Source: an optimization exercise on an open RTL-to-GDS flow (aim: small area). Production flows keep margins and buffers that such runs may drop. In this exercise RTL edits were held to simulation tests only and were not proved equivalent to the original. Power is estimated from default activity; no workload was simulated.

### design.v
module gps_ack_multi #(
  parameter int          NCH       = 4,
  parameter int          SAMPLE_W  = 1,
  parameter int          ACC_W     = 16,
  parameter int          INT_LEN   = 4000,
  parameter int          PHASES    = 1023,
  parameter logic [31:0] CODE_STEP = 32'd1098437886
) (
  input  logic                 clk,
  input  logic                 rst,
  input  logic                 ack_start,
  input  logic                 adc_clk,
  input  logic [SAMPLE_W-1:0]  i_sample,
  input  logic [SAMPLE_W-1:0]  q_sample,
  input  logic [NCH*5-1:0]     sat,
  output logic                 busy,
  output logic                 int_active,
  output logic                 corr_complete,
  output logic [9:0]           code_phase,
  output logic [NCH*ACC_W-1:0] integrator,
  output logic [NCH*10-1:0]    peak_phase,
  output logic [NCH*ACC_W-1:0] peak_mag,
  output logic                 done
);
  localparam logic [2:0] IDLE   = 3'b000;
  localparam logic [2:0] IDLE_D = 3'b001;   
  localparam logic [2:0] SLEW   = 3'b010;
  localparam logic [2:0] SLEW_C = 3'b011;   
  localparam logic [2:0] ARM    = 3'b100;
  localparam logic [2:0] INTEG  = 3'b101;
  localparam logic [2:0] DUMP   = 3'b110;
  localparam logic [2:0] DONE   = 3'b111;   
  logic [2:0]  state, state_n;
  logic        s_idle, s_slew, s_run, s_dump;
  logic        flag;                   
  logic [9:0]  phase;
  logic [10:1] g1, g2, g1_adv, g2_adv;
  logic [11:0] nco, nco_inc;
  logic        carry, last, slew_end, adv;
  logic [19:0] sat_q;
  logic        adc_prev, accept;
  logic [3:0]  chip, en;
  logic [3:0]  si_s, sq_s;             
  logic [10:0] si_m [4];               
  logic [10:0] sq_m [4];
  logic [11:0] integ_h [4];
  logic [11:0] peak_h [4];
  logic [9:0]  pphase [4];
  assign s_idle = (state[2:1] == 2'b00);
  assign s_slew = (state[2:1] == 2'b01);
  assign s_run  = (state[2:1] == 2'b10);
  assign s_dump = (state == DUMP);
  assign busy          = state[2] | state[1];
  assign done          = (state == IDLE_D);
  assign corr_complete = state[1] & state[0];
  assign int_active    = (state == INTEG);
  assign phase    = code_phase + {9'd0, flag};
  assign accept   = adc_clk & ~adc_prev & s_run;
  assign carry    = (nco >= 12'd2977);
  assign last     = (nco == 12'd2977);
  assign slew_end = ~flag | (nco[9:0] == code_phase);
  assign adv      = s_slew ? flag : (accept & carry);
  assign nco_inc  = s_run ? (carry ? 12'd1119 : 12'd1023) : 12'd1;
  assign g1_adv   = {g1[9:1], g1[3] ^ g1[10]};
  assign g2_adv   = {g2[9:1], g2[2] ^ g2[3] ^ g2[6] ^ g2[8] ^ g2[9] ^ g2[10]};
  function automatic logic tap_xor(input logic [4:0] prn, input logic [10:1] g);
    case (prn)
      5'd1:  tap_xor = g[2] ^ g[6];   5'd2:  tap_xor = g[3] ^ g[7];
      5'd3:  tap_xor = g[4] ^ g[8];   5'd4:  tap_xor = g[5] ^ g[9];
      5'd5:  tap_xor = g[1] ^ g[9];   5'd6:  tap_xor = g[2] ^ g[10];
      5'd7:  tap_xor = g[1] ^ g[8];   5'd8:  tap_xor = g[2] ^ g[9];
      5'd9:  tap_xor = g[3] ^ g[10];  5'd10: tap_xor = g[2] ^ g[3];
      5'd11: tap_xor = g[3] ^ g[4];   5'd12: tap_xor = g[5] ^ g[6];
      5'd13: tap_xor = g[6] ^ g[7];   5'd14: tap_xor = g[7] ^ g[8];
      5'd15: tap_xor = g[8] ^ g[9];   5'd16: tap_xor = g[9] ^ g[10];
      5'd17: tap_xor = g[1] ^ g[4];   5'd18: tap_xor = g[2] ^ g[5];
      5'd19: tap_xor = g[3] ^ g[6];   5'd20: tap_xor = g[4] ^ g[7];
      5'd21: tap_xor = g[5] ^ g[8];   5'd22: tap_xor = g[6] ^ g[9];
      5'd23: tap_xor = g[1] ^ g[3];   5'd24: tap_xor = g[4] ^ g[6];
      5'd25: tap_xor = g[5] ^ g[7];   5'd26: tap_xor = g[6] ^ g[8];
      5'd27: tap_xor = g[7] ^ g[9];   5'd28: tap_xor = g[8] ^ g[10];
      5'd29: tap_xor = g[1] ^ g[6];   5'd30: tap_xor = g[2] ^ g[7];
      5'd31: tap_xor = g[3] ^ g[8];
      default: tap_xor = g[2] ^ g[6];   
    endcase
  endfunction
  always_comb begin
    for (int c = 0; c < 4; c++) begin
      chip[c] = g1[10] ^ tap_xor(sat_q[c*5 +: 5], g2);
      en[c]   = |sat_q[c*5 +: 5];
    end
  end
  always_comb begin
    state_n = state;
    case (state)
      IDLE, IDLE_D: state_n = ack_start ? SLEW : IDLE;
      SLEW, SLEW_C: state_n = slew_end ? ARM : SLEW;
      ARM:          if (accept) state_n = last ? DUMP : INTEG;
      INTEG:        if (accept && last) state_n = DUMP;
      DUMP:         state_n = (flag && code_phase == 10'(PHASES - 2)) ? DONE : SLEW_C;
      DONE:         state_n = IDLE_D;
      default:      state_n = IDLE;
    endcase
  end
  always_ff @(posedge clk) begin
    if (rst) state <= IDLE;
    else     state <= state_n;
  end
  always_ff @(posedge clk) begin
    adc_prev <= adc_clk;
    if (s_idle) begin
      flag  <= 1'b0;
      sat_q <= sat;
    end else if (s_dump) begin
      flag <= 1'b1;
    end
    if (!(s_slew || s_run)) begin
      g1 <= '1;
      g2 <= '1;
    end else if (adv) begin
      g1 <= g1_adv;
      g2 <= g2_adv;
    end
    if (!(s_slew || s_run) || (s_slew && slew_end)) nco <= '0;
    else if (s_slew || accept)                       nco <= nco + nco_inc;
  end
  always_ff @(posedge clk) begin
    for (int c = 0; c < 4; c++) begin
      if (!s_run) begin
        si_s[c] <= 1'b1;
        sq_s[c] <= 1'b1;
        si_m[c] <= en[c] ? 11'd2000 : 11'd0;
        sq_m[c] <= en[c] ? 11'd2000 : 11'd0;
      end else if (accept && en[c]) begin
        if (chip[c] == i_sample[0]) begin
          if (si_s[c]) begin
            si_m[c] <= si_m[c] - 11'd1;
            if (si_m[c] == 11'd1) si_s[c] <= 1'b0;
          end else begin
            si_m[c] <= si_m[c] + 11'd1;
          end
        end
        if (chip[c] == q_sample[0]) begin
          if (sq_s[c]) begin
            sq_m[c] <= sq_m[c] - 11'd1;
            if (sq_m[c] == 11'd1) sq_s[c] <= 1'b0;
          end else begin
            sq_m[c] <= sq_m[c] + 11'd1;
          end
        end
      end
    end
  end
  always_ff @(posedge clk) begin
    logic [11:0] mh;
    if (rst || (s_idle && ack_start)) begin
      code_phase <= '0;
      for (int c = 0; c < 4; c++) begin
        integ_h[c] <= '0;
        peak_h[c]  <= '0;
        pphase[c]  <= '0;
      end
    end else if (s_dump) begin
      code_phase <= phase;
      for (int c = 0; c < 4; c++) begin
        mh         = {1'b0, si_m[c]} + {1'b0, sq_m[c]};
        integ_h[c] <= mh;
        if (mh > peak_h[c]) begin
          peak_h[c] <= mh;
          pphase[c] <= phase;
        end
      end
    end
  end
  always_comb begin
    for (int c = 0; c < 4; c++) begin
      integrator[c*16 +: 16] = {3'b000, integ_h[c], 1'b0};
      peak_mag[c*16 +: 16]   = {3'b000, peak_h[c], 1'b0};
      peak_phase[c*10 +: 10] = pphase[c];
    end
  end
endmodule
### constraint.sdc
create_clock -name core_clock -period 8.0 [get_ports {clk}]
set_input_delay 1.6000 -clock core_clock [delete_from_list [all_inputs] [get_ports {clk}]]
set_output_delay 1.6000 -clock core_clock [all_outputs]
set_load 0.01 [all_outputs]
### run.sh
#!/bin/bash
# synth_recipe.tcl (not shown) runs the flow's synth.tcl, then flattens the netlist and writes it again
# the make line also repeats each setting of config.mk as NAME=value (left out here)
make -C /OpenROAD-flow-scripts/flow DESIGN_CONFIG=/design/flow/config.mk WORK_HOME=/design/flow/orfs CLKGATE_MAP_FILE= SYNTH_SCRIPT=/design/flow/synth_recipe.tcl finish
### config.mk
export PLATFORM = sky130hd
export DESIGN_NAME = gps_ack_multi
export DESIGN_NICKNAME = gps_ack_multi
export VERILOG_FILES = /design/flow/design.v
export SDC_FILE = /design/flow/constraint.sdc
export NUM_CORES = 4
export LEC_CHECK = 0
export CAP_MARGIN = 20
export CORE_MARGIN = 2
export CORE_UTILIZATION = 40
export PLACE_DENSITY = 0.6
export SLEW_MARGIN = 20
==> qor.txt, run 1 <==
Post-Place Cells = 2,981
CTS buffer count = 36
synthesized flop and latch total = 299
Avg WL per Cell = 17.5 um
arrival time of the worst setup path = 5.37 ns
Initial Util = 40.6%
worst slew pin tran = 1.06 ns
cells after synthesis = 2,263
Switching Fraction = 29.0%
Critical R2R Capture = pphase[3][6]$_SDFFE_PP0P_
initial antenna violation count = 0
Sink Count = 299
PwrDens = 174 nW/um2
Max Root-Sink Buffers = 3
Primary FF master, synth = dfxtp_1
PortBufs = 175
status = timing/DRC/antenna clean
combinational share of power = 16.3%
fin crit share = 62.0%
# H-tree levels = 2
Hold EP = integ_h[3][4]$_SDFFE_PP0P_
Setup CP Type = flip-flop to flip-flop
YS warnings = 6
Clk pwr share = 40.6%
Worst slew margin = 29.1%
internal power = 2850 uW
Root Buffer = clkbuf_16
die height = 227 um
post-synth top area cell = dfxtp_1
IO Pins = 208
Congestion Overflow GR = 0
RSZ-0062 raised after global routing = no
Post-synth ARST share = 0%
Core ar. = 49,000 um2
DP Worst Slack = 2.85 ns
fin. max-slew vios = 0
Multi-input gate area = 11,700 um2
VDD IR max = 0.134 mV
final setup vio count = 0
syn_area_per_cell = 8.77 um2
unique cell type count in the Yosys netlist = 93
met3 routed WL = 2980 um
die area = 51,400 um2
endpoint class of the critical path = flip-flop
standard-cell rows = 81
Area contributors post-synth = dfxtp_1 19%, edfxtp_1 16%, ha_1 8.4%, mux2i_1 5.0%, xnor2_1 5.0%
DIE WIDTH = 227 um
DR WL met2 = 23,300 um
postcts setup bufs = 0
Synth Cell Area = 19,900 um2
Crit path required time = 8.41 ns
Seq. cell area = 7070 um2
Post-synth EDFFs = 108
First-pass DRT Iterations = 6
total global-route track usage = 20.3%
Post-CTS Hold Fix Bufs = 0
Hold Path Origin = integ_h[3][4]$_SDFFE_PP0P_
Seq/Total Area, Yosys = 35.6%
DR vias = 16,600
Ant. Diodes = 0
Iteration-0 DRC Markers = 1,218
post-synth top area share = 19.3%
NumNets Final = 2,521
post-route ant nets = 0
Reg power frac = 43.2%
Skew-Pair Late Insertion Delay = 0.55 ns
CTS tree = done
fillers = 4,695
Final Instance Count excl. Fillers = 3,047
largest net degree at the start of global routing = 77
Leakage = 0.00839 uW
Highest Signal Layer = met4
number of vias per cell = 5.44
RR Startpoint = si_m[3][1]$_SDFFCE_PN0P_
Min-Delay Path Class = flip-flop to flip-flop
worst hold path cell count = 2
r2r setup slk = 3.04 ns
first-pass GRT wire length = 84,100 um
Worst Slack Setup Final = 3.04 ns
min Tclk post-route = 4.96 ns
layout cells sized above 1 = 4.99%
NetSw = 1170 uW
number of global-route vias before repair = 15,700
GP Congestion = 0.894
achievable frequency = 202 MHz
DR DRC count = 0
R2R depth = 16
total of max-cap violations = 0
final wirelength = 53,300 um
Hold WS = 0.455 ns
critical path launch point type = flip-flop
Final Hold Viols = 0
Crit Path Max Fanout = 24
area grow syn2layout = 16.1%
hpwl dp = 39,000 um
CTS clock-pin slew for the worst setup and hold paths = 0.06 ns
clk_skew = 0.0231 ns
TNS Setup = 0 ns
Metal-1 WL = 25,900 um
number of instances resized during post-cts repair = 0
-- layout by cell type (no fill, tap or decap), types with 55 or more instances in the layout --
master           Yosys  routed
nand2_1            209     209
nor2_1             240     240
edfxtp_1           108     108
clkdlybuf4s50_1      0     175
a21o_1              69      68
ha_1               134     133
nor3_1              55      55
inv_1              115     115
dfxtp_1            191     190
mux2i_1            100     100
a21oi_1            129     128
xor2_1              68      68
xnor2_1            113     113
-- layout make-up --
type / instances / area share (%)
Clock inverter: 18 / 0.722
Multi-Input combinational cell: 1711 / 50.7
Inverter: 118 / 1.92
Timing Repair Buffer: 190 / 8.09
Clock buffer: 47 / 4.31
Sequential cell: 299 / 30.7
Tap cell: 664 / 3.60
-- cells in the mapped netlist (all sizes together) (10+ instances only) --
| master | instances |
|---|---|
| nor2 | 240 |
| nand2 | 209 |
| dfxtp | 191 |
| ha | 134 |
| a21oi | 129 |
| xnor2 | 120 |
| inv | 116 |
| edfxtp | 108 |
| mux2i | 100 |
| clkbuf | 86 |
| buf | 80 |
| a21o | 69 |
| xor2 | 69 |
| o21ai | 62 |
| nor3 | 56 |
| nand3 | 54 |
| nand4 | 39 |
| nor2b | 27 |
| a31oi | 23 |
| nand2b | 23 |
| o22ai | 19 |
| nor4 | 17 |
| o211ai | 17 |
| or3 | 16 |
| or2 | 15 |
| and3 | 14 |
| and2 | 12 |
| nand3b | 11 |
| nand4b | 11 |
| nor4b | 11 |
| o21a | 10 |
| o31ai | 10 |
| or4 | 10 |
-- registers in the layout, indices dropped and copies added, names as in the netlist, 3 cells and up --
| name | flops |
|---|---|
| si_s | 4 |
| sq_m | 44 |
| g1 | 10 |
| sat_q | 20 |
| code_phase | 10 |
| pphase | 40 |
| peak_h | 48 |
| nco | 12 |
| g2 | 10 |
| sq_s | 4 |
| state | 3 |
| si_m | 44 |
| integ_h | 48 |
-- metrics by stage --
step                utilization (%)  cell area (um2)  power, uW
finish                         47.1            23000       4020
detailed placement             44.7            21900       2410
global placement               44.7            21900       2400
CTS                            47.0            23000       4050
floorplan                         -            20000       2250
global route                   47.1            23000       4200
-- worst max-delay path by stage --
stage,startpoint,endpoint,slack [ns],depth (start not counted)
floorplan,si_m[3][1]$_SDFFCE_PN0P_,peak_h[3][0]$_SDFFE_PP0P_,3.68,18
global placement,si_m[3][1]$_SDFFCE_PN0P_,pphase[3][2]$_SDFFE_PP0P_,2.97,16
detailed placement,si_m[3][1]$_SDFFCE_PN0P_,peak_h[3][7]$_SDFFE_PP0P_,2.85,16
CTS,si_m[3][1]$_SDFFCE_PN0P_,pphase[3][6]$_SDFFE_PP0P_,2.79,16
global route,si_m[3][1]$_SDFFCE_PN0P_,peak_h[3][6]$_SDFFE_PP0P_,2.49,16
finish,si_m[3][1]$_SDFFCE_PN0P_,pphase[3][6]$_SDFFE_PP0P_,3.04,16
-- kinds of logic after synthesis --
kind of cell               synth area share, %
xor gates and xnor gates                  8.87
AOI/OAI and AO/OA                         15.0
muxes                                     5.44
other                                   0.0189
DFF                                       35.6
and+or+nand+nor                           19.7
buffers and inverters                     6.43
adders and majority gates                 8.95
-- per-layer routing --
layer | up-vias | track usage, %
met4 | 0 | 5.41
li1 | 8160 | -
met2 | 449 | 32.1
met5 | - | 0
met1 | 7883 | 29.0
met3 | 70 | 2.73
-- power groups by stage --
stage	sequential [uW]	clock [uW]	combinational (uW)
3_5_place_dp	1760	0	647
3_3_place_gp	1760	0	633
5_1_grt	1750	1730	733
2_1_floorplan	1700	0	543
4_1_cts	1730	1670	652
6_report	1740	1630	654
-- worst max-delay path: stages (launching register included) --
cell,delay (ns)
edfxtp_1,0.51
ha_1,0.34
a21o_1,0.15
a21oi_1,0.24
o21bai_1,0.12
a2111oi_0,0.63
o311ai_1,0.25
a21o_1,0.22
a21oi_1,0.25
inv_1,0.07
ha_1,0.30
nand4_1,0.11
or2_2,0.32
o221ai_1,0.19
o211a_2,0.74
mux2i_1,0.30
nor2_1,0.05
==> run 2, diff against run 1 <==
--- a/design.v
+++ b/design.v
@@ -31,18 +31,20 @@
   localparam logic [2:0] DUMP   = 3'b110;
   localparam logic [2:0] DONE   = 3'b111;   
   logic [2:0]  state, state_n;
-  logic        s_idle, s_slew, s_run, s_dump;
+  logic        s_idle, s_slew, s_run, s_dump, clr;
   logic        flag;                   
   logic [9:0]  phase;
   logic [10:1] g1, g2, g1_adv, g2_adv;
-  logic [11:0] nco, nco_inc;
+  logic [11:0] nco, nco_inc, nco_sum;
   logic        carry, last, slew_end, adv;
   logic [19:0] sat_q;
   logic        adc_prev, accept;
   logic [3:0]  chip, en;
-  logic [3:0]  si_s, sq_s;             
-  logic [10:0] si_m [4];               
-  logic [10:0] sq_m [4];
+  logic [7:0]  cs;
+  logic [10:0] cq [8];
+  logic [10:0] cabs [8];
+  logic [11:0] mh [4];
+  logic [3:0]  gt;
   logic [11:0] integ_h [4];
   logic [11:0] peak_h [4];
   logic [9:0]  pphase [4];
@@ -50,11 +52,19 @@
   assign s_slew = (state[2:1] == 2'b01);
   assign s_run  = (state[2:1] == 2'b10);
   assign s_dump = (state == DUMP);
+  assign clr    = rst | (s_idle & ack_start);
   assign busy          = state[2] | state[1];
   assign done          = (state == IDLE_D);
   assign corr_complete = state[1] & state[0];
   assign int_active    = (state == INTEG);
-  assign phase    = code_phase + {9'd0, flag};
+  always_comb begin
+    logic c;
+    c = flag;
+    for (int k = 0; k < 10; k++) begin
+      phase[k] = code_phase[k] ^ c;
+      c        = c & code_phase[k];
+    end
+  end
   assign accept   = adc_clk & ~adc_prev & s_run;
   assign carry    = (nco >= 12'd2977);
   assign last     = (nco == 12'd2977);
@@ -63,6 +73,14 @@
   assign nco_inc  = s_run ? (carry ? 12'd1119 : 12'd1023) : 12'd1;
   assign g1_adv   = {g1[9:1], g1[3] ^ g1[10]};
   assign g2_adv   = {g2[9:1], g2[2] ^ g2[3] ^ g2[6] ^ g2[8] ^ g2[9] ^ g2[10]};
+  always_comb begin
+    logic c;
+    c = 1'b0;
+    for (int k = 0; k < 12; k++) begin
+      nco_sum[k] = nco[k] ^ nco_inc[k] ^ c;
+      c          = (nco[k] & nco_inc[k]) | (c & (nco[k] ^ nco_inc[k]));
+    end
+  end
   function automatic logic tap_xor(input logic [4:0] prn, input logic [10:1] g);
     case (prn)
       5'd1:  tap_xor = g[2] ^ g[6];   5'd2:  tap_xor = g[3] ^ g[7];
@@ -122,38 +140,40 @@
       g2 <= g2_adv;
     end
     if (!(s_slew || s_run) || (s_slew && slew_end)) nco <= '0;
-    else if (s_slew || accept)                       nco <= nco + nco_inc;
-  end
-  always_ff @(posedge clk) begin
+    else if (s_slew || accept)                       nco <= nco_sum;
+  end
+  always_ff @(posedge clk) begin
+    for (int a = 0; a < 8; a++) begin
+      logic [11:0] t;
+      t[0] = accept & en[a/2] & (chip[a/2] == ((a % 2) ? q_sample[0] : i_sample[0]));
+      for (int k = 0; k < 11; k++) t[k+1] = t[k] & cq[a][k];
+      if (!s_run) begin
+        cs[a] <= 1'b1;
+        cq[a] <= en[a/2] ? 11'd47 : 11'h7ff;
+      end else begin
+        cq[a] <= (cq[a] ^ t[10:0]) | {10'd0, t[11]};
+        if (t[11]) cs[a] <= 1'b0;
+      end
+    end
+  end
+  always_comb begin
+    for (int a = 0; a < 8; a++) cabs[a] = cq[a] ^ {11{cs[a]}};
     for (int c = 0; c < 4; c++) begin
-      if (!s_run) begin
-        si_s[c] <= 1'b1;
-        sq_s[c] <= 1'b1;
-        si_m[c] <= en[c] ? 11'd2000 : 11'd0;
-        sq_m[c] <= en[c] ? 11'd2000 : 11'd0;
-      end else if (accept && en[c]) begin
-        if (chip[c] == i_sample[0]) begin
-          if (si_s[c]) begin
-            si_m[c] <= si_m[c] - 11'd1;
-            if (si_m[c] == 11'd1) si_s[c] <= 1'b0;
-          end else begin
-            si_m[c] <= si_m[c] + 11'd1;
-          end
-        end
-        if (chip[c] == q_sample[0]) begin
-          if (sq_s[c]) begin
-            sq_m[c] <= sq_m[c] - 11'd1;
-            if (sq_m[c] == 11'd1) sq_s[c] <= 1'b0;
-          end else begin
-            sq_m[c] <= sq_m[c] + 11'd1;
-          end
-        end
-      end
-    end
-  end
-  always_ff @(posedge clk) begin
-    logic [11:0] mh;
-    if (rst || (s_idle && ack_start)) begin
+      logic cy, cg;
+      cy = 1'b0;
+      for (int k = 0; k < 11; k++) begin
+        mh[c][k] = cabs[2*c][k] ^ cabs[2*c+1][k] ^ cy;
+        cy       = (cabs[2*c][k] & cabs[2*c+1][k]) | (cy & (cabs[2*c][k] ^ cabs[2*c+1][k]));
+      end
+      mh[c][11] = cy;
+      cg = 1'b0;
+      for (int k = 0; k < 12; k++)
+        cg = (mh[c][k] & ~peak_h[c][k]) | (cg & (mh[c][k] | ~peak_h[c][k]));
+      gt[c] = cg;
+    end
+  end
+  always_ff @(posedge clk) begin
+    if (clr) begin
       code_phase <= '0;
       for (int c = 0; c < 4; c++) begin
         integ_h[c] <= '0;
@@ -163,10 +183,9 @@
     end else if (s_dump) begin
       code_phase <= phase;
       for (int c = 0; c < 4; c++) begin
-        mh         = {1'b0, si_m[c]} + {1'b0, sq_m[c]};
-        integ_h[c] <= mh;
-        if (mh > peak_h[c]) begin
-          peak_h[c] <= mh;
+        integ_h[c] <= mh[c];
+        if (gt[c]) begin
+          peak_h[c] <= mh[c];
           pphase[c] <= phase;
         end
       end
==> flow/run.sh (new file) <==
#!/bin/bash
# Standard layout, with the ports buffered by the smallest buffer.
set -euo pipefail
bash standard.sh synth > synth.log 2>&1
bash standard.sh "BUFFER_PORTS_ARGS=-buffer_cell sky130_fd_sc_hd__buf_1" finish > layout.log 2>&1
==> standard.sh (new file) <==
#!/bin/bash
# synth_recipe.tcl (not shown) runs the flow's synth.tcl, then flattens the netlist and writes it again
# the make line also repeats each setting of config.mk as NAME=value (left out here)
make -C /OpenROAD-flow-scripts/flow DESIGN_CONFIG=/design/flow/config.mk WORK_HOME=/design/flow/orfs CLKGATE_MAP_FILE= SYNTH_SCRIPT=/design/flow/synth_recipe.tcl "${@:-finish}"
--- a/config.mk
+++ b/config.mk
@@ -8,5 +8,6 @@
 export CAP_MARGIN = 20
 export CORE_MARGIN = 2
 export CORE_UTILIZATION = 40
+export CTS_BUF_LIST = sky130_fd_sc_hd__clkbuf_4 sky130_fd_sc_hd__clkbuf_8
 export PLACE_DENSITY = 0.6
 export SLEW_MARGIN = 20
removed: run.sh
==> run 2 against run 1 <==
Compared with the run above:
- count of clock-buffer cells in the layout increased by 38
- fmax fell by 34%
- die area is 16% lower
- largest cell class unchanged
==> qor.txt, run 2 <==
Primary FF master, synth = dfxtp_1
standard-cell rows = 74 (-8.6%)
GP Congestion = 0.888 (-0.69%)
count leader, synth = nand2_1
DR DRC count = 0 (unchanged)
Max Root-Sink Buffers = 3 (unchanged)
Congestion Overflow GR = 0 (unchanged)
NumNets Final = 2,162 (-14%)
VDD IR max = 0.159 mV (+18%)
largest net degree at the start of global routing = 90 (+17%)
Area contributors post-synth = dfxtp_1 34%, ha_1 8.0%, nand2_1 7.2%, fa_1 6.0%, xor2_1 5.2%
Post-Place Cells = 2,457 (-18%)
Largest regs = cq (88), integ_h (48), peak_h (48)
CTS buffer count = 53 (+47%)
total of max-cap violations = 0 (unchanged)
Post-synth ARST share = 0% (unchanged)
First-pass DRT Iterations = 6 (unchanged)
Iteration-0 DRC Markers = 1,086 (-11%)
CTS clock-pin slew for the worst setup and hold paths = 0.06 ns (about the same)
syn_area_per_cell = 9.00 um2 (+2.6%)
critical path launch point type = flip-flop
Buf+Inv Stages, Crit Path = 2 (+1)
post-synth top area cell = dfxtp_1
crit-path cells = xor2_1 > ha_1 > fa_1 > fa_1 > fa_1 > fa_1 > fa_1 > fa_1 > fa_1 > fa_1 > fa_1 > inv_1 > fa_1 > a211oi_1 > nor4b_1 > a221oi_4 > buf_12 > mux2i_1 > nor2_1
CTS tree = done
DIE WIDTH = 208 um (-8.2%)
hpwl dp = 30,100 um (-23%)
Leakage = 0.00730 uW (-13%)
status = timing/DRC/antenna clean
Crit path required time = 8.47 ns (+0.06 ns)
number of vias per cell = 5.15 (-5.3%)
Crit Path Max Fanout = 15 (-38%)
die area = 43,300 um2 (-16%)
post-route ant nets = 0 (unchanged)
first-pass GRT wire length = 66,800 um (-21%)
Sink Count = 299 (unchanged)
most used cell along the critical path = fa_1
Ant. Diodes = 0 (unchanged)
final setup vio count = 0 (unchanged)
postcts setup bufs = 0 (unchanged)
CP top delay family = adder cells
fin. max-slew vios = 0 (unchanged)
endpoint class of the critical path = flip-flop
Core ar. = 41,000 um2 (-16%)
TNS Setup = 0 ns (unchanged)
final wirelength = 41,900 um (-21%)
Root Buffer = clkbuf_8
synth cell count leaders = 322 x nand2_1, 279 x dfxtp_1, 119 x nor2_1
Worst slew margin = 28.9% (-0.19 points)
RSZ-0062 raised after global routing = no
unique cell type count in the Yosys netlist = 88 (-5.4%)
min Tclk post-route = 7.50 ns (+2.55 ns)
achievable frequency = 133 MHz (-34%)
Synth Cell Area = 16,700 um2 (-16%)
Final Instance Count excl. Fillers = 2,554 (-16%)
IO Pins = 208 (unchanged)
synthesized flop and latch total = 299 (unchanged)
crit-path max cell delay = 0.69 ns (-0.05 ns)
Final Hold Viols = 0 (unchanged)
Min-Delay Path Class = flip-flop to flip-flop
number of instances resized during post-cts repair = 0 (unchanged)
Skew-Pair Late Insertion Delay = 0.62 ns (+0.07 ns)
PwrDens = 178 nW/um2 (+2.1%)
max FFs per register = 88
Hold WS = 0.446 ns (-0.00812 ns)
cells after synthesis = 1,852 (-18%)
initial antenna violation count = 0 (unchanged)
Avg WL per Cell = 16.4 um (-6.1%)
fin crit share = 93.8% (+32 points)
post-synth top area share = 33.5% (+14 points)
DP Worst Slack = 0.478 ns (-2.37 ns)
commonest non-fill, non-tap cells in the layout = 322 x nand2_1, 279 x dfxtp_1, 175 x buf_1
Slowest-stage cell, CP = dfxtp_1
arrival time of the worst setup path = 7.97 ns (+2.60 ns)
fillers = 3,997 (-15%)
layout cells sized above 1 = 7.37% (+2.4 points)
total global-route track usage = 19.0% (-1.3 points)
Setup CP Type = flip-flop to flip-flop
PortBufs = 175 (unchanged)
worst slew pin tran = 1.07 ns (+0.00140 ns)
Worst Slack Setup Final = 0.496 ns (-2.55 ns)
final core utilization = 45.5% (-1.6 points)
area grow syn2layout = 12.0%
Post-synth EDFFs = 20 (-81%)
clk_skew = 0.0261 ns (+0.00300 ns)
Initial Util = 40.6% (+0.088 points)
Largest Register = cq
Seq/Total Area, Yosys = 37.1% (+1.5 points)
commonest non-fill, non-tap cell in the layout = nand2_1
Post-CTS Hold Fix Bufs = 0 (unchanged)
number of global-route vias before repair = 12,400 (-21%)
DR vias = 13,200 (-21%)
YS warnings = 7 (+1)
# H-tree levels = 2 (unchanged)
die height = 208 um (-8.2%)
## run 2: changes by cell type in the layout (fill, tap and decap cells not counted), moves of 45 or more
cell             previous run  this run
a21o_1                     68         1
buf_1                       0       175
clkbuf_8                    5        66
clkdlybuf4s50_1           175         0
dfxtp_1                   190       279
edfxtp_1                  108        20
fa_1                        5        50
inv_1                     115        62
nand2_1                   209       322
nor2_1                    240       119
xnor2_1                   113        54
## run 2: path summary, 6_finish.rpt
kind | startpoint | end | slack, ns | cells past startpoint
max | cs[1]$_SDFFE_PN1P_ | pphase[0][6]$_SDFFE_PP0P_ | 0.50 | 19
min | pphase[1][9]$_SDFFE_PP0P_ | pphase[1][9]$_SDFFE_PP0P_ | 0.45 | 2
max reg2reg | cs[1]$_SDFFE_PN1P_ | pphase[0][6]$_SDFFE_PP0P_ | 0.50 | 19
min reg2reg | pphase[1][9]$_SDFFE_PP0P_ | pphase[1][9]$_SDFFE_PP0P_ | 0.45 | 2
## run 2: layout make-up
type	instances	area, um2	share of cell area [%]
clock inverter	12	125	0.670
multi-input combinational	1369	9600	51.4
tap	532	666	3.56
timing repair buffer	192	797	4.27
clock buffer	85	1050	5.63
sequential	299	6190	33.1
inverter	65	244	1.31
## run 2: per-layer routing
metal	vias up	wire (um)	track usage [%]
li1	6495	-	-
met1	6207	20000	26.7
met2	388	18600	29.5
met3	61	2520	3.59
met4	0	782	5.83
met5	-	0	0
## run 2: report_power, final
part           switching [uW]  leakage [uW]  total, uW  internal (uW)
Combinational             133       0.00421        204           71.4
Clock                     646      0.000633       1540            898
Sequential               46.0       0.00246       1580           1530
Total                     825       0.00730       3320           2500
## run 2: tightest hold or removal path, cell delays in order, from the launching register on
cell     delay (ns)
dfxtp_1        0.31
nand2_1        0.05
o21ai_1        0.05
## run 2: metrics by stage
stage	power [uW]	instance area, um2
after global placement	1810	17500
after CTS	3370	18700
final	3320	18700
after global routing	3470	18700
after floorplan	1770	16800
after detailed placement	1810	17500
## run 2: cell families after synthesis
| logic type | share of synthesized area (%) |
|---|---|
| AND/OR/NAND/NOR | 18.0 |
| XOR/XNOR | 8.04 |
| flip-flops | 37.1 |
| adder cells (fa/ha/maj) | 14.8 |
| other | 0.0225 |
| multiplexers | 4.73 |
| AO/OA/AOI/OAI | 11.1 |
| buffers and inverters | 6.32 |
==> run 3, diff against run 2 <==
==> run.sh (new file) <==
#!/bin/bash
# synth_recipe.tcl (not shown) runs the flow's synth.tcl, then flattens the netlist and writes it again
# the make line also repeats each setting of config.mk as NAME=value (left out here)
make -C /OpenROAD-flow-scripts/flow DESIGN_CONFIG=/design/flow/config.mk WORK_HOME=/design/flow/orfs CLKGATE_MAP_FILE= SYNTH_SCRIPT=/design/flow/synth_recipe.tcl finish
--- a/config.mk
+++ b/config.mk
@@ -8,6 +8,5 @@
 export CAP_MARGIN = 20
 export CORE_MARGIN = 2
 export CORE_UTILIZATION = 40
-export CTS_BUF_LIST = sky130_fd_sc_hd__clkbuf_4 sky130_fd_sc_hd__clkbuf_8
 export PLACE_DENSITY = 0.6
 export SLEW_MARGIN = 20
removed: flow/run.sh
removed: standard.sh
==> run 3 against run 2 <==
Compared with the run above:
- worst setup slack gained 0.031 ns
- wire length grew 0.25%
- clock power is essentially flat
- synthesized cell count is the same
- cell area grew 5.5%
==> qor.txt, run 3 <==
total global-route track usage = 19.2% (+0.15 points)
Ant. Diodes = 0 (unchanged)
clk_skew = 0.0252 ns (-0.000940 ns)
largest net degree at the start of global routing = 93 (+3.3%)
worst slew pin tran = 1.07 ns (+0.00751 ns)
Final Hold Viols = 0 (unchanged)
R2R depth = 19 (unchanged)
YS warnings = 7 (unchanged)
PortBufs = 175 (unchanged)
Seq/Total Area, Yosys = 37.1% (unchanged)
fin. max-slew vios = 0 (unchanged)
Hold WS = 0.450 ns (+0.00373 ns)
RSZ-0062 raised after global routing = no
Worst slew margin = 28.4% (-0.50 points)
Core ar. = 41,000 um2 (unchanged)
Post-synth ARST share = 0% (unchanged)
syn_area_per_cell = 9.00 um2 (unchanged)
cells after synthesis = 1,852 (unchanged)
die area = 43,300 um2 (unchanged)
multiplexer share of the synthesized area = 4.73% (unchanged)
status = timing/DRC/antenna clean
fin crit share = 93.4% (-0.38 points)
Synth Cell Area = 16,700 um2 (unchanged)
Leakage = 0.00761 uW (+4.3%)
VDD IR max = 0.130 mV (-18%)
Worst Slack Setup Final = 0.527 ns (+0.0307 ns)
unique cell type count in the Yosys netlist = 88 (unchanged)
largest family of logic cells by synthesized area = simple AND/OR/NAND/NOR gates
Multi-input gate area = 9600 um2 (unchanged)
Adder-Cell Fraction of Synth Area = 14.8% (unchanged)
min Tclk post-route = 7.47 ns (-0.0307 ns)
hpwl dp = 30,400 um (+0.97%)
First-pass DRT Iterations = 5 (-1)
Crit Path Max Fanout = 15 (unchanged)
standard-cell rows = 74 (unchanged)
Avg WL per Cell = 16.7 um (+1.6%)
Largest Register = cq
number of instances resized during post-cts repair = 0 (unchanged)
achievable frequency = 134 MHz (+0.41%)
# H-tree levels = 2 (unchanged)
complex-gate fraction of the synthesized area = 11.1% (unchanged)
DP Worst Slack = 0.446 ns (-0.0315 ns)
number of vias per cell = 5.17 (+0.32%)
Iteration-0 DRC Markers = 925 (-15%)
Root Buffer = clkbuf_16
Primary FF master, synth = dfxtp_1
fillers = 3,897 (-2.5%)
area grow syn2layout = 18.2%
Area contributors post-synth = dfxtp_1 34%, ha_1 8.0%, nand2_1 7.2%, fa_1 6.0%, xor2_1 5.2%
DR vias = 13,000 (-1.1%)
Initial Util = 40.6% (unchanged)
synthesized flop and latch total = 299 (unchanged)
final setup vio count = 0 (unchanged)
Seq. cell area = 6190 um2 (unchanged)
IO Pins = 208 (unchanged)
CTS clock-pin slew for the worst setup and hold paths = 0.06 ns (about the same)
Max Root-Sink Buffers = 3 (unchanged)
max FFs per register = 88 (unchanged)
commonest non-fill, non-tap cells in the layout = 322 x nand2_1, 279 x dfxtp_1, 175 x clkdlybuf4s50_1
arrival time of the worst setup path = 7.87 ns (-0.10 ns)
PwrDens = 170 nW/um2 (-4.7%)
post-synth top area share = 33.5% (unchanged)
Post-synth EDFFs = 20 (unchanged)
DIE WIDTH = 208 um (unchanged)
synth cell count leaders = 322 x nand2_1, 279 x dfxtp_1, 119 x nor2_1
initial antenna violation count = 0 (unchanged)
DR DRC count = 0 (unchanged)
CTS tree = done
Area after DPL = 18,600 um2 (+6.3%)
Setup CP Type = flip-flop to flip-flop
CTS buffer count = 35 (-34%)
Largest regs = cq (88), integ_h (48), peak_h (48)
first-pass GRT wire length = 67,100 um (+0.43%)
post-route ant nets = 0 (unchanged)
critical path launch point type = flip-flop
endpoint class of the critical path = flip-flop
TNS Setup = 0 ns (unchanged)
GP Congestion = 0.901 (+1.5%)
die height = 208 um (unchanged)
worst hold path cell count = 2 (unchanged)
Skew-Pair Late Insertion Delay = 0.55 ns (-0.07 ns)
design area = 19,700 um2 (+5.5%)
Post-CTS Hold Fix Bufs = 0 (unchanged)
layout cells sized above 1 = 5.13% (-2.2 points)
commonest non-fill, non-tap cell in the layout = nand2_1
final wirelength = 42,000 um (+0.25%)
Min-Delay Path Class = flip-flop to flip-flop
number of global-route vias before repair = 12,100 (-2.2%)
Sink Count = 299 (unchanged)
Crit path required time = 8.40 ns (-0.07 ns)
total of max-cap violations = 0 (unchanged)
NumNets Final = 2,145 (-0.79%)
Congestion Overflow GR = 0 (unchanged)
post-synth top area cell = dfxtp_1
count leader, synth = nand2_1
postcts setup bufs = 0 (unchanged)
area fraction in and, or, nand and nor cells after synthesis = 18.0% (unchanged)
Synth Area in XOR/XNOR = 8.04% (unchanged)
run 3: cell counts after synthesis:
Identical to the previous run, type by type.
run 3: path summary, 6_finish.rpt:
| check | slack, ns | start | to |
|---|---|---|---|
| setup / recovery | 0.53 | cs[1]$_SDFFE_PN1P_ | pphase[0][0]$_SDFFE_PP0P_ |
| hold / removal | 0.45 | pphase[1][3]$_SDFFE_PP0P_ | pphase[1][3]$_SDFFE_PP0P_ |
| setup reg to reg | 0.53 | cs[1]$_SDFFE_PN1P_ | pphase[0][0]$_SDFFE_PP0P_ |
| hold reg to reg | 0.45 | pphase[1][3]$_SDFFE_PP0P_ | pphase[1][3]$_SDFFE_PP0P_ |
run 3: cells by family after synthesis:
family          count (synthesis)
buf+inv                       215
xor+xnor                      153
other cells                     1
fa+ha+maj                     169
mux                            77
compound gates                278
flops                         299
simple gates                  660
run 3: per-stage QoR:
step                      instances  utilization [%]  power (uW)
final                          2519             48.0        3340
after CTS                      2519             48.0        3390
after detailed placement       2458             45.3        1820
after global routing           2519             48.0        3470
after global placement         2458             45.3        1820
after floorplan                1883                -        1770
run 3: where the power goes:
group | switching, uW | total, uW | leakage [uW] | internal (uW)
logic | 134 | 217 | 0.00461 | 82.6
registers | 46.1 | 1580 | 0.00246 | 1530
clock network | 633 | 1550 | 0.000542 | 919
total | 813 | 3340 | 0.00761 | 2530
run 3: layer usage:
| metal | vias to the layer above | track usage (%) | part of all wire, % |
|---|---|---|---|
| met2 | 389 | 29.6 | 44 |
| met1 | 6109 | 27.6 | 48 |
| met3 | 65 | 3.06 | 5.9 |
| met4 | 0 | 5.48 | 2.0 |
| li1 | 6449 | - | - |
| met5 | - | 0 | 0 |
run 3: worst max-delay path: stages, from the launching register on:
cell,delay (ns)
dfxtp_1,0.69
xor2_1,0.15
ha_1,0.25
fa_1,0.46
fa_1,0.46
fa_1,0.47
fa_1,0.46
fa_1,0.46
fa_1,0.46
fa_1,0.48
fa_1,0.46
fa_1,0.43
inv_1,0.09
fa_1,0.47
a211oi_1,0.25
nor4b_1,0.12
a221oi_4,0.63
buf_12,0.25
mux2i_1,0.22
nor2_1,0.06
run 3: final cells by class:
cell class	count	share of cell area (%)
clock inverter	7	0.400
timing repair buffer	193	9.64
clock buffer	54	5.22
multi-input combinational	1369	48.7
sequential	299	31.4
inverter	65	1.24
tap	532	3.38
==> run 4, diff against run 3 <==
--- a/design.v
+++ b/design.v
@@ -40,6 +40,8 @@
   logic [19:0] sat_q;
   logic        adc_prev, accept;
   logic [3:0]  chip, en;
+  logic [1:0]  chip_u, chip_q;
+  logic        sel01;
   logic [7:0]  cs;
   logic [10:0] cq [8];
   logic [10:0] cabs [8];
@@ -68,9 +70,9 @@
   assign accept   = adc_clk & ~adc_prev & s_run;
   assign carry    = (nco >= 12'd2977);
   assign last     = (nco == 12'd2977);
-  assign slew_end = ~flag | (nco[9:0] == code_phase);
-  assign adv      = s_slew ? flag : (accept & carry);
-  assign nco_inc  = s_run ? (carry ? 12'd1119 : 12'd1023) : 12'd1;
+  assign slew_end = (nco == 12'd0);
+  assign adv      = s_slew ? ~slew_end : (accept & carry);
+  assign nco_inc  = s_run ? (accept ? (carry ? 12'd1119 : 12'd1023) : 12'd0) : {12{~slew_end}};
   assign g1_adv   = {g1[9:1], g1[3] ^ g1[10]};
   assign g2_adv   = {g2[9:1], g2[2] ^ g2[3] ^ g2[6] ^ g2[8] ^ g2[9] ^ g2[10]};
   always_comb begin
@@ -102,12 +104,14 @@
       default: tap_xor = g[2] ^ g[6];   
     endcase
   endfunction
-  always_comb begin
-    for (int c = 0; c < 4; c++) begin
-      chip[c] = g1[10] ^ tap_xor(sat_q[c*5 +: 5], g2);
-      en[c]   = |sat_q[c*5 +: 5];
-    end
-  end
+  assign sel01 = adc_prev | ~s_run;
+  always_comb begin
+    for (int u = 0; u < 2; u++)
+      chip_u[u] = g1[10] ^ tap_xor(sel01 ? sat_q[u*5 +: 5] : sat_q[(u+2)*5 +: 5], g2);
+    chip = {chip_u, chip_q};
+    for (int c = 0; c < 4; c++) en[c] = |sat_q[c*5 +: 5];
+  end
+  always_ff @(posedge clk) if (sel01) chip_q <= chip_u;
   always_comb begin
     state_n = state;
     case (state)
@@ -132,15 +136,19 @@
     end else if (s_dump) begin
       flag <= 1'b1;
     end
-    if (!(s_slew || s_run)) begin
+    if (s_dump) begin
+      g1 <= 10'b1111111110;
+      g2 <= 10'b1111111110;
+    end else if (!(s_slew || s_run)) begin
       g1 <= '1;
       g2 <= '1;
     end else if (adv) begin
       g1 <= g1_adv;
       g2 <= g2_adv;
     end
-    if (!(s_slew || s_run) || (s_slew && slew_end)) nco <= '0;
-    else if (s_slew || accept)                       nco <= nco_sum;
+    if (s_dump)                    nco <= {2'b00, phase};
+    else if (!(s_slew || s_run))   nco <= '0;
+    else                           nco <= nco_sum;
   end
   always_ff @(posedge clk) begin
     for (int a = 0; a < 8; a++) begin
==> flow/run.sh (new file) <==
#!/bin/bash
# Own layout flow: the standard synthesis, then the logic between the registers is mapped
# again by ABC for area (registers, their names and cell types are kept), then the standard
# layout with the ports buffered by the smallest buffer. Each tool's output goes to its own log.
set -euo pipefail
W=$(pwd)
R=$W/orfs/results/$FLOW_PLATFORM/gps_ack_multi/base
LIB=$FLOW_HOME/platforms/$FLOW_PLATFORM/lib/sky130_fd_sc_hd__tt_025C_1v80.lib
YOSYS=$FLOW_HOME/../tools/install/yosys/bin/yosys
[[ -x $YOSYS ]] || YOSYS=yosys

bash standard.sh synth > synth.log 2>&1

python3 flow/genmap.py "$LIB" "$W/comb_map.v" > genmap.log 2>&1
DU=$(sed -n '/DONT_USE_CELLS/,/^$/p' $FLOW_HOME/platforms/$FLOW_PLATFORM/config.mk | grep -o 'sky130_fd_sc_hd__[A-Za-z0-9_]*' | sed 's/^/-dont_use /' | tr '\n' ' ')
cp "$R/1_2_yosys.v" "$W/1_2_yosys.standard.v"
cat > resyn.ys <<EOS
read_liberty -lib $LIB
read_verilog $W/1_2_yosys.standard.v
hierarchy -top $FLOW_TOP
techmap -map $W/comb_map.v
techmap
opt_expr
opt_clean
abc -liberty $LIB $DU -script $W/flow/resyn.abc
setundef -zero
splitnets
opt_clean -purge
hilomap -singleton -hicell sky130_fd_sc_hd__conb_1 HI -locell sky130_fd_sc_hd__conb_1 LO
opt_clean -purge
check -assert -mapped
stat -liberty $LIB
write_verilog -noattr -nohex -nodec $R/1_2_yosys.v
EOS
$YOSYS -s resyn.ys > resyn.log 2>&1
rm -f "$R/1_synth.odb"

bash standard.sh "BUFFER_PORTS_ARGS=-buffer_cell sky130_fd_sc_hd__buf_1" finish > layout.log 2>&1
==> flow/genmap.py (new file) <==
# Writes a Yosys techmap file that replaces each combinational standard cell of the liberty
# file (except the full adders) by its logic function, so that ABC can map the
# logic between the registers again. Registers are left as they are.
import re, sys
lib = open(sys.argv[1]).read()
out = []
for m in re.finditer(r'\n\s*cell\s*\(\s*"?(\w+)"?\s*\)\s*\{', lib):
    name = m.group(1)
    i = m.end(); depth = 1
    while depth:
        c = lib[i]
        depth += (c == '{') - (c == '}')
        i += 1
    body = lib[m.end():i]
    if re.search(r'\b(ff|latch|statetable)\s*\(', body) or re.search(r'__fa_\d', name):
        continue
    pins = []
    for pm in re.finditer(r'\n\s*pin\s*\(\s*"?(\w+)"?\s*\)\s*\{', body):
        j = pm.end(); d = 1
        while d:
            c = body[j]
            d += (c == '{') - (c == '}')
            j += 1
        pb = body[pm.end():j]
        dm = re.search(r'direction\s*:\s*"?(\w+)"?', pb)
        fm = re.search(r'\bfunction\s*:\s*"([^"]*)"', pb)
        pins.append((pm.group(1), dm.group(1) if dm else None, fm.group(1) if fm else None))
    outs = [p for p in pins if p[1] == 'output']
    if not outs or any(p[2] is None for p in outs):
        continue
    def conv(f):
        f = f.replace('!', '~').replace('*', '&').replace('+', '|')
        return re.sub(r'(\w|\))\s+(?=[\w~(])', r'\1 & ', f)
    ports = [p[0] for p in pins if p[1] in ('input', 'output')]
    s = f"module {name}({', '.join(ports)});\n"
    for p in pins:
        if p[1] in ('input', 'output'):
            s += f"  {p[1]} {p[0]};\n"
    for p in outs:
        s += f"  assign {p[0]} = {conv(p[2])};\n"
    out.append(s + "endmodule\n")
open(sys.argv[2], 'w').write(''.join(out))
==> flow/resyn.abc (new file) <==
strash
ifraig
dc2
strash
&get -n
&dch -f
&nf
&put
strash
dch -f
map -a
strash
dch -f
map -a
strash
dch -f
map -a
strash
dch -f
map -a
strash
dch -f
map -a
strash
dch -f
map -a
strash
dch -f
map -a
strash
dch -f
map -a
topo
==> standard.sh (new file) <==
#!/bin/bash
# synth_recipe.tcl (not shown) runs the flow's synth.tcl, then flattens the netlist and writes it again
# the make line also repeats each setting of config.mk as NAME=value (left out here)
make -C /OpenROAD-flow-scripts/flow DESIGN_CONFIG=/design/flow/config.mk WORK_HOME=/design/flow/orfs CLKGATE_MAP_FILE= SYNTH_SCRIPT=/design/flow/synth_recipe.tcl "${@:-finish}"
--- a/config.mk
+++ b/config.mk
@@ -8,5 +8,8 @@
 export CAP_MARGIN = 20
 export CORE_MARGIN = 2
 export CORE_UTILIZATION = 40
+export CTS_BUF_LIST = sky130_fd_sc_hd__clkbuf_8
+export CTS_CLUSTER_DIAMETER = 60
+export CTS_CLUSTER_SIZE = 16
 export PLACE_DENSITY = 0.6
 export SLEW_MARGIN = 20
removed: run.sh
==> run 4 against run 3 <==
Compared with the run above:
- synthesized cell count is 8.0% lower
- global-route usage increased by 0.79 points
- largest power group unchanged
- total power up 6.2%
- area after synthesis decreased by 15%
- wire length fell by 12%
- combinational power grew to 3.5 times the previous value
- cell area down 17%
- fmax up 2.0%
- flip-flop and latch count up 2
==> qor.txt, run 4 <==
internal power = 2370 uW (-6.5%)
die area = 36,800 um2 (-15%)
First-pass DRT Iterations = 6 (+1)
initial antenna violation count = 0 (unchanged)
largest net degree at the start of global routing = 88 (-5.4%)
Final Instance Count excl. Fillers = 2,431 (-3.5%)
Core ar. = 34,600 um2 (-16%)
number of instances resized during post-cts repair = 0 (unchanged)
die height = 192 um (-7.8%)
DR vias = 12,400 (-4.9%)
max FFs per register = 88 (unchanged)
Iteration-0 DRC Markers = 715 (-23%)
Ant. Diodes = 0 (unchanged)
TNS Setup = 0 ns (unchanged)
GP Congestion = 0.882 (-2.1%)
Clk pwr share = 30.8% (-16 points)
CTS buffer count = 29 (-17%)
NumNets Final = 2,031 (-5.3%)
number of vias per cell = 5.09 (-1.5%)
clk_skew = 0.0182 ns (-0.00699 ns)
Avg WL per Cell = 15.2 um (-8.8%)
cells after synthesis = 1,704 (-8.0%)
# H-tree levels = 1 (-1)
DR DRC count = 0 (unchanged)
Leakage = 0.00559 uW (-27%)
final wirelength = 37,000 um (-12%)
Post-CTS Hold Fix Bufs = 0 (unchanged)
min Tclk post-route = 7.33 ns (-0.146 ns)
combinational share of power = 21.1% (+15 points)
Switching Fraction = 33.4% (+9.1 points)
achievable frequency = 136 MHz (+2.0%)
design area = 16,300 um2 (-17%)
fin crit share = 91.6% (-1.8 points)
final setup vio count = 0 (unchanged)
commonest non-fill, non-tap cells in the layout = 279 x dfxtp_1, 236 x nand2_1, 224 x clkinv_1
Post-Place Cells = 2,379 (-3.2%)
post-route ant nets = 0 (unchanged)
syn_area_per_cell = 8.28 um2 (-8.0%)
endpoint class of the critical path = flip-flop
Setup CP Type = flip-flop to flip-flop
Largest Register = cq
Final Hold Viols = 0 (unchanged)
total of max-cap violations = 0 (unchanged)
YS warnings = 7 (unchanged)
final core utilization = 46.9% (-1.1 points)
critical path launch point type = flip-flop
CTS clock-pin slew for the worst setup and hold paths = 0.10 ns (+0.04 ns)
Synth Cell Area = 14,100 um2 (-15%)
PwrDens = 218 nW/um2 (+29%)
RSZ-0062 raised after global routing = no
hpwl dp = 27,500 um (-9.6%)
NetSw = 1190 uW (+46%)
fin. max-slew vios = 0 (unchanged)
area grow syn2layout = 15.2%
Initial Util = 40.8% (+0.12 points)
total global-route track usage = 19.9% (+0.79 points)
first-pass GRT wire length = 59,400 um (-11%)
Area after DPL = 15,600 um2 (-16%)
commonest non-fill, non-tap cell in the layout = dfxtp_1
Reg power frac = 48.1% (+1.0 points)
Crit Path Max Fanout = 26 (+11)
Congestion Overflow GR = 0 (unchanged)
Min-Delay Path Class = flip-flop to flip-flop
Max Root-Sink Buffers = 3 (unchanged)
postcts setup bufs = 0 (unchanged)
arrival time of the worst setup path = 7.86 ns (about the same)
Skew-Pair Late Insertion Delay = 0.64 ns (+0.09 ns)
Crit path required time = 8.53 ns (+0.13 ns)
number of global-route vias before repair = 11,600 (-4.0%)
Sink Count = 301 (+0.67%)
IO Pins = 208 (unchanged)
fillers = 3,471 (-11%)
status = timing/DRC/antenna clean
standard-cell rows = 68 (-8.1%)
Largest regs = cq (88), integ_h (48), peak_h (48)
PortBufs = 175 (unchanged)
Worst slew margin = 41.3% (+13 points)
Root Buffer = clkbuf_8
VDD IR max = 0.157 mV (+21%)
DIE WIDTH = 192 um (-7.8%)
worst slew pin tran = 0.871 ns (-0.202 ns)
layout cells sized above 1 = 3.69% (-1.4 points)
CTS tree = done
[run 4: power groups by stage]
stage / logic (uW) / registers [uW] / clock network, uW
after floorplan: 556 / 1720 / 0
after global placement: 742 / 1740 / 0
after detailed placement: 756 / 1740 / 0
after CTS: 758 / 1710 / 1120
after global routing: 868 / 1720 / 1180
final: 750 / 1710 / 1090
[run 4: routing by layer]
metal / wire length, um / vias to the layer above / global-route usage, %
li1: - / 6269 / -
met1: 17400 / 5726 / 27.2
met2: 16700 / 317 / 32.7
met3: 1880 / 61 / 2.98
met4: 1010 / 0 / 5.89
met5: 0 / - / 0
[run 4: stage by stage]
stage               worst slack (ns)  hold slack [ns]  power [uW]
global placement               0.760            0.432        2480
finish                         0.673            0.441        3550
CTS                            0.611            0.438        3590
global route                   0.241            0.474        3770
floorplan                      0.501            0.419        2270
detailed placement             0.645            0.439        2500
[run 4: final timing paths]
kind	end	slack [ns]	cells after the start	from
worst max-delay path	peak_h[0][9]$_SDFFE_PP0P_	0.67	19	cs[1]$_SDFFE_PP1P_
worst min-delay path	g1[7]$_SDFFE_PP1P_	0.44	2	g1[6]$_SDFFE_PP1P_
worst max register to register	peak_h[0][9]$_SDFFE_PP0P_	0.67	19	cs[1]$_SDFFE_PP1P_
worst min register to register	g1[7]$_SDFFE_PP1P_	0.44	2	g1[6]$_SDFFE_PP1P_
[run 4: critical path, stage by stage (launching register included)]
cell      delay (ns)
dfxtp_1         0.71
xnor2_1         0.23
nor2_1          0.11
fa_1            0.48
fa_1            0.47
fa_1            0.46
fa_1            0.46
fa_1            0.46
fa_1            0.46
fa_1            0.46
fa_1            0.47
fa_1            0.43
clkinv_1        0.07
fa_1            0.44
a22oi_1         0.21
a21oi_1         0.09
nor2_1          0.13
nand2_1         0.52
nand2_1         0.45
o22ai_1         0.11
[run 4: area by class of cell]
cell class,instances,area (um2),area share [%]
inverter,225,845,5.20
clock inverter,20,230,1.42
multi-input combinational,1209,7160,44.1
tap,455,569,3.50
clock buffer,32,440,2.71
sequential,301,6250,38.4
timing repair buffer,189,762,4.69
==> run 5, diff against run 4 <==
--- a/design.v
+++ b/design.v
@@ -165,19 +165,21 @@
     end
   end
   always_comb begin
-    for (int a = 0; a < 8; a++) cabs[a] = cq[a] ^ {11{cs[a]}};
+    for (int a = 0; a < 8; a++) cabs[a] = cq[a] ^ {11{~cs[a]}};    
     for (int c = 0; c < 4; c++) begin
       logic cy, cg;
-      cy = 1'b0;
+      logic [11:0] mn;
+      cy = 1'b1;
       for (int k = 0; k < 11; k++) begin
-        mh[c][k] = cabs[2*c][k] ^ cabs[2*c+1][k] ^ cy;
-        cy       = (cabs[2*c][k] & cabs[2*c+1][k]) | (cy & (cabs[2*c][k] ^ cabs[2*c+1][k]));
-      end
-      mh[c][11] = cy;
-      cg = 1'b0;
+        mn[k] = cabs[2*c][k] ^ cabs[2*c+1][k] ^ cy;
+        cy    = (cabs[2*c][k] & cabs[2*c+1][k]) | (cy & (cabs[2*c][k] ^ cabs[2*c+1][k]));
+      end
+      mn[11] = cy;
+      mh[c]  = ~mn;
+      cg = 1'b1;
       for (int k = 0; k < 12; k++)
-        cg = (mh[c][k] & ~peak_h[c][k]) | (cg & (mh[c][k] | ~peak_h[c][k]));
-      gt[c] = cg;
+        cg = (mn[k] & peak_h[c][k]) | (cg & (mn[k] | peak_h[c][k]));
+      gt[c] = ~cg;
     end
   end
   always_ff @(posedge clk) begin
==> flow/resyn.abc (replaced) <==
strash
ifraig
dc2
strash
&get -n
&dch -f
&nf
&put
strash
dch -f
map -a
strash
dch -f
map -a
strash
dch -f
map -a
strash
dch -f
map -a
strash
&get -n
&dch -f
&nf -R 2000 -C 32
&put
strash
&get -n
&dch -f
&nf -R 2000 -C 32
&put
strash
&get -n
&dch -f
&nf -R 2000 -C 32
&put
strash
&get -n
&dch -f
&nf -R 2000 -C 32
&put
topo
--- a/config.mk
+++ b/config.mk
@@ -8,8 +8,8 @@
 export CAP_MARGIN = 20
 export CORE_MARGIN = 2
 export CORE_UTILIZATION = 40
-export CTS_BUF_LIST = sky130_fd_sc_hd__clkbuf_8
-export CTS_CLUSTER_DIAMETER = 60
-export CTS_CLUSTER_SIZE = 16
+export CTS_BUF_LIST = sky130_fd_sc_hd__clkbuf_4
+export CTS_CLUSTER_DIAMETER = 50
+export CTS_CLUSTER_SIZE = 10
 export PLACE_DENSITY = 0.6
 export SLEW_MARGIN = 20
==> run 5 against run 4 <==
Compared with the run above:
- largest cell class unchanged
- highest routed layer unchanged
- critical endpoint is now pphase[2][9]$_SDFFE_PP0P_
- cell area decreased by 4.1%
- flip-flop and latch count unchanged
- total power decreased by 2.0%
- wire length increased by 0.60%
- register-to-register slack improved by 0.16 ns
- still clean
==> qor.txt, run 5 <==
status = timing/DRC/antenna clean
fillers = 3,302 (-4.9%)
RSZ-0062 raised after global routing = no
largest net degree at the start of global routing = 73 (-17%)
DR vias = 11,800 (-4.7%)
DR DRC count = 0 (unchanged)
Buf+Inv Stages, Crit Path = 3 (+2)
die height = 188 um (-1.9%)
r2r setup slk = 0.83 ns (+0.16 ns)
Iteration-0 DRC Markers = 667 (-6.7%)
crit-path cells = buf_4 > xor2_1 > nand2_1 > fa_1 > fa_1 > fa_1 > fa_1 > fa_1 > fa_1 > fa_1 > fa_1 > fa_1 > clkinv_1 > fa_1 > o22ai_1 > a21oi_1 > a221oi_1 > a21oi_1 > and2_0 > buf_4 > nor2_2 > nand2_1 > o21ai_0
syn_area_per_cell = 9.24 um2 (+12%)
TNS Setup = 0 ns (unchanged)
Min-Delay Path Class = flip-flop to flip-flop
initial antenna violation count = 2 (+2)
First-pass DRT Iterations = 7 (+1)
Slowest-stage cell, CP = fa_1
critical path launch point type = flip-flop
CTS buffer count = 39 (+34%)
Sink Count = 301 (unchanged)
Post-CTS Hold Fix Bufs = 0 (unchanged)
Core ar. = 33,400 um2 (-3.4%)
Congestion Overflow GR = 0 (unchanged)
area grow syn2layout = 14.7%
# H-tree levels = 2 (+1)
Crit path required time = 8.59 ns (+0.06 ns)
min Tclk post-route = 7.17 ns (-0.156 ns)
hpwl dp = 27,000 um (-1.7%)
Tot Pwr = 3480 uW (-2.0%)
arrival time of the worst setup path = 7.76 ns (-0.10 ns)
Max Root-Sink Buffers = 3 (unchanged)
Synth Cell Area = 13,600 um2 (-3.8%)
post-route ant nets = 0 (unchanged)
most used cell along the critical path = fa_1
Root Buffer = clkbuf_4
number of instances resized during post-cts repair = 0 (unchanged)
postcts setup bufs = 0 (unchanged)
fin. max-slew vios = 0 (unchanged)
endpoint class of the critical path = flip-flop
PortBufs = 175 (unchanged)
first-pass GRT wire length = 59,400 um (about the same)
standard-cell rows = 67 (-1.5%)
cells after synthesis = 1,470 (-14%)
number of vias per cell = 5.34 (+5.0%)
commonest non-fill, non-tap cells in the layout = 279 x dfxtp_1, 226 x nand2_1, 181 x o21ai_0
Setup CP Type = flip-flop to flip-flop
CTS tree = done
Crit Path Max Fanout = 22 (-15%)
Largest Register = cq
Skew-Pair Late Insertion Delay = 0.68 ns (+0.04 ns)
total global-route track usage = 20.6% (+0.66 points)
IO Pins = 208 (unchanged)
PwrDens = 223 nW/um2 (+2.2%)
final wirelength = 37,200 um (+0.60%)
achievable frequency = 139 MHz (+2.2%)
CTS clock-pin slew for the worst setup and hold paths = 0.11 ns (about the same)
Worst slew margin = 37.6% (-3.7 points)
Leakage = 0.00554 uW (-0.86%)
CP top delay family = adder cells
number of global-route vias before repair = 11,000 (-5.1%)
fin crit share = 89.6% (-2.0 points)
Final Hold Viols = 0 (unchanged)
DIE WIDTH = 188 um (-1.9%)
worst slew pin tran = 0.935 ns (+0.0645 ns)
layout cells sized above 1 = 4.72% (+1.0 points)
max FFs per register = 88 (unchanged)
NumNets Final = 1,815 (-11%)
YS warnings = 7 (unchanged)
total of max-cap violations = 0 (unchanged)
commonest non-fill, non-tap cell in the layout = dfxtp_1
GP Congestion = 0.920 (+4.3%)
crit-path max cell delay = 0.47 ns (-0.24 ns)
VDD IR max = 0.115 mV (-27%)
Initial Util = 40.6% (-0.16 points)
clk_skew = 0.0534 ns (+0.0352 ns)
final setup vio count = 0 (unchanged)
Avg WL per Cell = 16.9 um (+11%)
Largest regs = cq (88), integ_h (48), peak_h (48)
die area = 35,400 um2 (-3.7%)
## run 5: cell count changes in the layout (fill, tap and decap cells not counted), moves of 47 or more
cell,before,now
xor2_1,100,41
nor2_1,167,63
clkbuf_4,0,47
nand3_1,120,17
xnor2_1,31,122
clkinv_1,224,40
a21oi_1,73,178
## run 5: where the power goes
| group | leakage [uW] | switching, uW | internal (uW) | total [uW] |
|---|---|---|---|---|
| sequential | 0.00248 | 137 | 1640 | 1780 |
| combinational | 0.00280 | 522 | 310 | 831 |
| clock | 0.000266 | 528 | 344 | 872 |
| total | 0.00554 | 1190 | 2300 | 3480 |
## run 5: worst paths after layout
check / start / endpoint / cells after the start
max reg2reg: cs[4]$_SDFFE_PP1P_ / pphase[2][9]$_SDFFE_PP0P_ / 23
min: g1[4]$_SDFFE_PP1P_ / g1[4]$_SDFFE_PP1P_ / 2
min reg2reg: g1[4]$_SDFFE_PP1P_ / g1[4]$_SDFFE_PP1P_ / 2
max: cs[4]$_SDFFE_PP1P_ / pphase[2][9]$_SDFFE_PP0P_ / 23
## run 5: metal layers
metal  global-route usage [%]  vias up  part of all wire [%]
met2                     33.3      362                    45
li1                         -     5777                     -
met1                     28.3     5600                    47
met4                     5.97        0                   2.4
met3                     3.54       55                   6.1
met5                        0        -                     0
## run 5: cell type report
type | instances | area (um2) | area share [%]
tap | 448 | 561 | 3.60
timing repair buffer | 197 | 822 | 5.27
multi-input combinational | 1165 | 7360 | 47.2
antenna | 2 | 5.00 | 0.0321
clock inverter | 12 | 110 | 0.706
inverter | 35 | 131 | 0.843
sequential | 301 | 6250 | 40.1
clock buffer | 47 | 353 | 2.26
## run 5: worst min-delay path, stage by stage (launching register included)
cell	delay [ns]
dfxtp_1	0.32
nand2_1	0.05
nand2_1	0.04
## run 5: metrics by stage
stage               std cells  util, %  area, um2  hold slack (ns)  setup slack, ns
floorplan                1501        -      13700            0.416            0.751
global placement         2146     45.2      15100            0.428            0.759
detailed placement       2146     45.2      15100            0.431            0.549
CTS                      2205     46.6      15600            0.447            0.539
global route             2206     46.6      15600            0.473            0.274
finish                   2207     46.6      15600            0.445            0.829
==> run 6, diff against run 5 <==
--- a/flow/run.sh
+++ b/flow/run.sh
@@ -35,4 +35,5 @@
 $YOSYS -s resyn.ys > resyn.log 2>&1
 rm -f "$R/1_synth.odb"
 
-bash standard.sh "BUFFER_PORTS_ARGS=-buffer_cell sky130_fd_sc_hd__buf_1" finish > layout.log 2>&1
+bash standard.sh "BUFFER_PORTS_ARGS=-buffer_cell sky130_fd_sc_hd__buf_1" \
+  "CTS_ARGS=-sink_clustering_enable -repair_clock_nets -dont_use_dummy_load -sink_clustering_size 10 -sink_clustering_max_diameter 50 -buf_list sky130_fd_sc_hd__clkbuf_4" finish > layout.log 2>&1
--- a/config.mk
+++ b/config.mk
@@ -7,9 +7,9 @@
 export LEC_CHECK = 0
 export CAP_MARGIN = 20
 export CORE_MARGIN = 2
-export CORE_UTILIZATION = 40
+export CORE_UTILIZATION = 65
 export CTS_BUF_LIST = sky130_fd_sc_hd__clkbuf_4
 export CTS_CLUSTER_DIAMETER = 50
 export CTS_CLUSTER_SIZE = 10
-export PLACE_DENSITY = 0.6
+export PLACE_DENSITY = 0.75
 export SLEW_MARGIN = 20
==> run 6 against run 5 <==
Compared with the run above:
- critical endpoint is now pphase[2][7]$_SDFFE_PP0P_
- still clean on timing, DRC and antenna
- count of clock-buffer cells in the layout decreased by 10
- sequential power about the same
- fmax increased by 0.89%
- area after synthesis unchanged
- synthesized cell count unchanged
- non-clock buffer count decreased by 3
- worst setup slack improved by 0.064 ns
==> qor.txt, run 6 <==
status = timing/DRC/antenna clean
Largest regs = cq (88), integ_h (48), peak_h (48)
CTS clock-pin slew for the worst setup and hold paths = 0.10 ns (about the same)
Synth Cell Area = 13,600 um2 (unchanged)
min Tclk post-route = 7.11 ns (-0.0635 ns)
IO Pins = 208 (unchanged)
Core ar. = 20,400 um2 (-39%)
commonest non-fill, non-tap cell in the layout = dfxtp_1
Final Hold Viols = 0 (unchanged)
Largest Register = cq
internal power = 2170 uW (-5.6%)
DR vias = 12,000 (+1.4%)
total of max-cap violations = 0 (unchanged)
endpoint class of the critical path = flip-flop
Clk pwr share = 20.8% (-4.2 points)
clk_skew = 0.0820 ns (+0.0286 ns)
PortBufs = 175 (unchanged)
Setup CP Type = flip-flop to flip-flop
post-route ant nets = 0 (unchanged)
number of global-route vias before repair = 11,000 (+0.027%)
NumNets Final = 1,810 (-0.28%)
standard-cell rows = 52 (-22%)
fin crit share = 88.8% (-0.79 points)
number of vias per cell = 5.97 (+12%)
commonest non-fill, non-tap cells in the layout = 279 x dfxtp_1, 226 x nand2_1, 181 x o21ai_0
Sink Count = 301 (unchanged)
# H-tree levels = 2 (unchanged)
syn_area_per_cell = 9.24 um2 (unchanged)
Max Root-Sink Buffers = 3 (unchanged)
worst slew pin tran = 0.988 ns (+0.0521 ns)
RSZ-0062 raised after global routing = no
GP Congestion = 0.940 (+2.2%)
DR DRC count = 0 (unchanged)
cells after synthesis = 1,470 (unchanged)
CTS buffer count = 37 (-5.1%)
initial antenna violation count = 1 (-1)
Crit Path Max Fanout = 11 (-50%)
layout cells sized above 1 = 3.52% (-1.2 points)
first-pass GRT wire length = 54,900 um (-7.6%)
Leakage = 0.00543 uW (-2.0%)
die height = 149 um (-21%)
NetSw = 1120 uW (-5.6%)
Seq. cell area = 6250 um2 (unchanged)
DIE WIDTH = 149 um (-21%)
Reg power frac = 54.0% (+2.9 points)
hpwl dp = 24,300 um (-9.9%)
First-pass DRT Iterations = 5 (-2)
die area = 22,100 um2 (-38%)
Min-Delay Path Class = flip-flop to flip-flop
-- run 6: worst paths after layout --
| kind | startpoint | to | slack [ns] | cells after the start |
|---|---|---|---|---|
| max | cq[5][0]$_SDFF_PP1_ | pphase[2][7]$_SDFFE_PP0P_ | 0.89 | 21 |
| min reg2reg | g1[4]$_SDFFE_PP1P_ | g1[4]$_SDFFE_PP1P_ | 0.44 | 2 |
| min | g1[4]$_SDFFE_PP1P_ | g1[4]$_SDFFE_PP1P_ | 0.44 | 2 |
| max reg2reg | cq[5][0]$_SDFF_PP1_ | pphase[2][7]$_SDFFE_PP0P_ | 0.89 | 21 |
-- run 6: worst max-delay path: stages, from the launching register on --
cell and delay [ns]:
dfxtp_1 0.37, xor2_1 0.23, nand2_1 0.11, fa_1 0.47, fa_1 0.46, fa_1 0.46, fa_1 0.46, fa_1 0.46
fa_1 0.47, fa_1 0.48, fa_1 0.47, fa_1 0.43, clkinv_1 0.07, fa_1 0.44, o22ai_1 0.17, a21oi_1 0.05
a221oi_1 0.21, a21oi_1 0.08, and2_0 0.17, nor2_1 0.75, nand2_1 0.13, o21ai_0 0.11
-- run 6: stage by stage --
stage               utilization [%]  setup WS, ns  total power, uW  hold WS, ns  cell area, um2
finish                         74.4         0.893             3290        0.443           15100
floorplan                         -         0.751             2380        0.416           13700
detailed placement             73.0         0.834             2620        0.431           14900
global placement               73.0          1.12             2590        0.426           14900
CTS                            74.4         0.815             3290        0.443           15100
global route                   74.4         0.493             3490        0.469           15100
-- run 6: layout make-up --
type / instances / share of cell area (%)
Clock buffer: 37 / 1.83
Sequential cell: 301 / 41.2
Tap cell: 270 / 2.23
Inverter: 35 / 0.867
Antenna cell: 1 / 0.0165
Multi-Input combinational cell: 1165 / 48.5
Timing Repair Buffer: 194 / 5.28
-- run 6: power groups by stage --
stage	Combinational (uW)	Clock, uW	Sequential [uW]
floorplan	594	0	1780
global placement	789	0	1800
detailed placement	817	0	1800
CTS	821	697	1770
global route	949	750	1790
finish	830	682	1770
-- run 6: per-layer routing --
layer / global-route usage [%] / up-vias / part of all wire [%]
li1: - / 5756 / -
met1: 43.7 / 5611 / 45
met2: 48.3 / 522 / 45
met3: 3.71 / 74 / 7.3
met4: 9.19 / 0 / 2.9
met5: 0 / - / 0

Re-timed with assumed drivers on the ports (clkbuf_16 on the clock, buf_2 on other inputs), run 6 has 0.893 ns of setup slack against 0.893 ns with ideal ports, and 0.893 ns once port delays also move by the mid clock arrival of 0.654 ns.
